Source: an optimization exercise on an open RTL-to-GDS flow (aim: small area). Production flows keep margins and buffers that such runs may drop. Function was checked by simulation only, so behaviour that the tests miss may differ from the original. Power and IR drop assume default switching activity. The clock port is modelled as an ideal driver; clocking choices that lean on that would not hold on a real chip.

==> flow/design.v <==
`timescale 1ns/1ns
module frame_deser (
  input  logic         adc_clk,
  input  logic         dcm_reset,
  input  logic [31:0]  adc_in,
  input  logic         adc_sync,
  input  logic         adc_overrange,
  output logic [133:0] frame,
  output logic         frame_valid
);
  localparam int STAGES = 5;
  logic [1:0] slot;
  logic       valid_s1;
  logic       valid_s2;
  always_ff @(posedge adc_clk) begin
    if (dcm_reset) begin
      slot     <= '0;   
      valid_s1 <= 1'b0;
      valid_s2 <= 1'b0;
    end else begin
      slot     <= slot + 1'b1;   
      valid_s1 <= (slot == 2'd3);
      valid_s2 <= valid_s1;
    end
  end
  assign frame_valid = valid_s2;
  logic [31:0] data [STAGES];
  logic        sync [STAGES];
  logic        ovr  [STAGES];
  always_ff @(posedge adc_clk) begin
    data[0] <= adc_in;
    sync[0] <= adc_sync;
    ovr[0]  <= adc_overrange;
    for (int i = 1; i < STAGES; i++) begin
      data[i] <= data[i-1];
      sync[i] <= sync[i-1];
      ovr[i]  <= ovr[i-1];
    end
  end
  always_comb begin
    for (int n = 0; n < 4; n++) begin
      frame[102 + 8*n +: 8] = data[4-n][31:24];
      frame[70  + 8*n +: 8] = data[4-n][23:16];
      frame[38  + 8*n +: 8] = data[4-n][15:8];
      frame[6   + 8*n +: 8] = data[4-n][7:0];
      frame[2 + n]          = sync[4-n];
    end
    frame[0] = ovr[4] | ovr[3];
    frame[1] = ovr[2] | ovr[1];
  end
endmodule
`timescale 1ns/1ns
module frame_fifo (
  input  logic         adc_clk,
  input  logic         dcm_reset,
  input  logic [133:0] frame,
  input  logic         frame_valid,
  output logic [133:0] out_frame,
  output logic         out_valid,
  input  logic         out_ready,
  output logic         overflow
);
  localparam int FRAME_W    = 134;
  localparam int FIFO_DEPTH = 8;   
  logic [FRAME_W-1:0] mem [FIFO_DEPTH];
  logic [3:0]         wr_ptr;
  logic [3:0]         rd_ptr;
  logic full;
  logic wr_en;
  logic rd_en;
  assign out_valid = (wr_ptr != rd_ptr);
  assign full      = (wr_ptr == {~rd_ptr[3], rd_ptr[2:0]});
  assign rd_en     = out_valid & out_ready;
  assign wr_en     = frame_valid & (~full | rd_en);
  always_comb begin
    out_frame = '0;
    for (int k = 0; k < FIFO_DEPTH; k++) begin
      out_frame = out_frame | (mem[k] & {FRAME_W{rd_ptr[2:0] == 3'(k)}});
    end
  end
  always_ff @(posedge adc_clk) begin
    for (int k = 0; k < FIFO_DEPTH; k++) begin
      if (wr_en && wr_ptr[2:0] == 3'(k)) begin
        mem[k] <= frame;
      end
    end
  end
  always_ff @(posedge adc_clk) begin
    if (dcm_reset) begin
      wr_ptr <= '0;
      rd_ptr <= '0;
    end else begin
      if (wr_en) wr_ptr <= wr_ptr + 1'b1;
      if (rd_en) rd_ptr <= rd_ptr + 1'b1;
    end
  end
  always_ff @(posedge adc_clk) begin
    if (dcm_reset) begin
      overflow <= 1'b0;
    end else if (frame_valid & ~wr_en) begin
      overflow <= 1'b1;
    end
  end
endmodule
`timescale 1ns/1ns
module adc_capture_top #(
  parameter int EXTRA_REG = 1   
) (
  input  logic         adc_clk,
  input  logic         dcm_reset,
  input  logic [31:0]  adc_in,
  input  logic         adc_sync,
  input  logic         adc_overrange,
  output logic [133:0] out_frame,
  output logic         out_valid,
  input  logic         out_ready,
  output logic         overflow   
);
  logic [133:0] deser_frame;
  logic         deser_valid;   
  frame_deser u_frame_deser (
    .adc_clk       (adc_clk),
    .dcm_reset     (dcm_reset),
    .adc_in        (adc_in),
    .adc_sync      (adc_sync),
    .adc_overrange (adc_overrange),
    .frame         (deser_frame),
    .frame_valid   (deser_valid)
  );
  frame_fifo u_frame_fifo (
    .adc_clk     (adc_clk),
    .dcm_reset   (dcm_reset),
    .frame       (deser_frame),
    .frame_valid (deser_valid),
    .out_frame   (out_frame),
    .out_valid   (out_valid),
    .out_ready   (out_ready),
    .overflow    (overflow)
  );
endmodule
==> flow/config.mk <==
export PLATFORM = sky130hd
export DESIGN_NAME = adc_capture_top
export DESIGN_NICKNAME = adc_capture_top
export VERILOG_FILES = /design/flow/design.v
export SDC_FILE = /design/flow/constraint.sdc
export NUM_CORES = 4
export LEC_CHECK = 0
export CAP_MARGIN = 20
export CORE_MARGIN = 2
export CORE_UTILIZATION = 65
export SLEW_MARGIN = 20
==> flow/constraint.sdc <==
create_clock -name core_clock -period 5.0 [get_ports {adc_clk}]
set_input_delay 1.0000 -clock core_clock [delete_from_list [all_inputs] [get_ports {adc_clk}]]
set_output_delay 1.0000 -clock core_clock [all_outputs]
set_load 0.01 [all_outputs]
standard.sh (not shown) runs the stock make flow with config.mk's settings and CLKGATE_MAP_FILE= SYNTH_SCRIPT=/design/flow/synth_recipe.tcl, a recipe that flattens the netlist after the stock synthesis.
==> flow/flow/run.sh <==
#!/bin/bash
# Own flow: the standard layout (standard.sh) with three changes.
#  1. Synthesis runs synth_recipe.tcl unchanged but with an area-oriented
#     ABC mapping script (flow/abc_area_map.script) in place of ORFS's
#     abc_speed.script; registers, their names and cell types are as in the
#     standard synthesis, only the combinational mapping differs.
#  2. Ports are buffered with sky130_fd_sc_hd__buf_1.
#  3. The clock tree uses larger sink clusters and no dummy loads.
# Each step writes its full output to its own log in the work folder.
set -o pipefail
mkdir -p scripts_area
for f in "$FLOW_HOME"/scripts/*; do ln -sf "$f" scripts_area/; done
rm -f scripts_area/abc_speed.script
cp flow/abc_area_map.script scripts_area/abc_speed.script
bash standard.sh SCRIPTS_DIR=$PWD/scripts_area synth > synth.log 2>&1 || exit 1
export BUFFER_PORTS_ARGS="-buffer_cell sky130_fd_sc_hd__buf_1"
export CTS_ARGS="-sink_clustering_enable -repair_clock_nets -dont_use_dummy_load -sink_clustering_size 30 -sink_clustering_max_diameter 100"
bash standard.sh floorplan > floorplan.log 2>&1 || exit 1
bash standard.sh place > place.log 2>&1 || exit 1
bash standard.sh cts > cts.log 2>&1 || exit 1
bash standard.sh route > route.log 2>&1 || exit 1
bash standard.sh finish > finish.log 2>&1 || exit 1
==> flow/flow/abc_area_map.script <==
strash
&get -n
&fraig -x
&put
scorr
dc2
strash
&get -n
&dch -f
&nf
&put
The baseline completed without violations.
Then changed:
--- a/flow/design.v
+++ b/flow/design.v
@@ -64,11 +64,12 @@
   localparam int FIFO_DEPTH = 8;   
   logic [FRAME_W-1:0] mem [FIFO_DEPTH];
-  logic [3:0]         wr_ptr;
-  logic [3:0]         rd_ptr;
+  logic [2:0]         wr_ptr;
+  logic [FIFO_DEPTH-1:0] rd_sel;   
+  logic [3:0]         count;   
   logic full;
   logic wr_en;
   logic rd_en;
-  assign out_valid = (wr_ptr != rd_ptr);
-  assign full      = (wr_ptr == {~rd_ptr[3], rd_ptr[2:0]});
+  assign full      = count[3];
+  assign out_valid = (count != '0);
   assign rd_en     = out_valid & out_ready;
   assign wr_en     = frame_valid & (~full | rd_en);
@@ -76,10 +77,10 @@
     out_frame = '0;
     for (int k = 0; k < FIFO_DEPTH; k++) begin
-      out_frame = out_frame | (mem[k] & {FRAME_W{rd_ptr[2:0] == 3'(k)}});
+      out_frame = out_frame | (mem[k] & {FRAME_W{rd_sel[k]}});
     end
   end
   always_ff @(posedge adc_clk) begin
     for (int k = 0; k < FIFO_DEPTH; k++) begin
-      if (wr_en && wr_ptr[2:0] == 3'(k)) begin
+      if (wr_en && wr_ptr == 3'(k)) begin
         mem[k] <= frame;
       end
@@ -89,8 +90,14 @@
     if (dcm_reset) begin
       wr_ptr <= '0;
-      rd_ptr <= '0;
+      rd_sel <= FIFO_DEPTH'(1);
+      count  <= '0;
     end else begin
       if (wr_en) wr_ptr <= wr_ptr + 1'b1;
-      if (rd_en) rd_ptr <= rd_ptr + 1'b1;
+      if (rd_en) rd_sel <= {rd_sel[FIFO_DEPTH-2:0], rd_sel[FIFO_DEPTH-1]};
+      case ({wr_en, rd_en})
+        2'b10:   count <= count + 1'b1;
+        2'b01:   count <= count - 1'b1;
+        default: count <= count;
+      endcase
     end
   end
Outcome: First-iteration DRC count fell by 5.3%. Non-clock buffer count fell by 6. Critical path depth fell by 1. Hold slack barely changes. Total power fell by 8.1%. Routed wire length rose by 0.53%. Area after synthesis rose by 0.42%. Clock power rose by about 1%. Design area is about the same. Core utilization is about the same. Die area rose by 0.42%.

-- port drivers added, routing unchanged --
No port has a modelled driver above. Below, the same layouts with a new extraction and two added sets of constraints.
Step 1 (the two cells are an assumption about what drives the block):
set clk [get_ports {adc_clk}]
set_driving_cell -lib_cell sky130_fd_sc_hd__clkbuf_16 $clk
set_driving_cell -lib_cell sky130_fd_sc_hd__buf_2 [delete_from_list [all_inputs] $clk]
Step 2 adds t to the input delays and takes it off the output delays; t is the mean of the earliest and latest rising clock arrival at the registers after step 1. Input paths then give back, and output paths get back, about the clock's delay inside the block.
a / b / c = ideal ports / drivers / drivers and shift; a / b = the first two.
run	shift t [ns]	setup slack, ns	hold WS [ns]	cell pins on the clock port's net
the first run	0.683	0.627 / 0.560 / 1.244	0.337 / 0.337 / 0.337	1
the second run	0.654	1.246 / 1.184 / 1.558	0.336 / 0.336 / 0.336	1
After both steps every run listed still meets setup and hold.
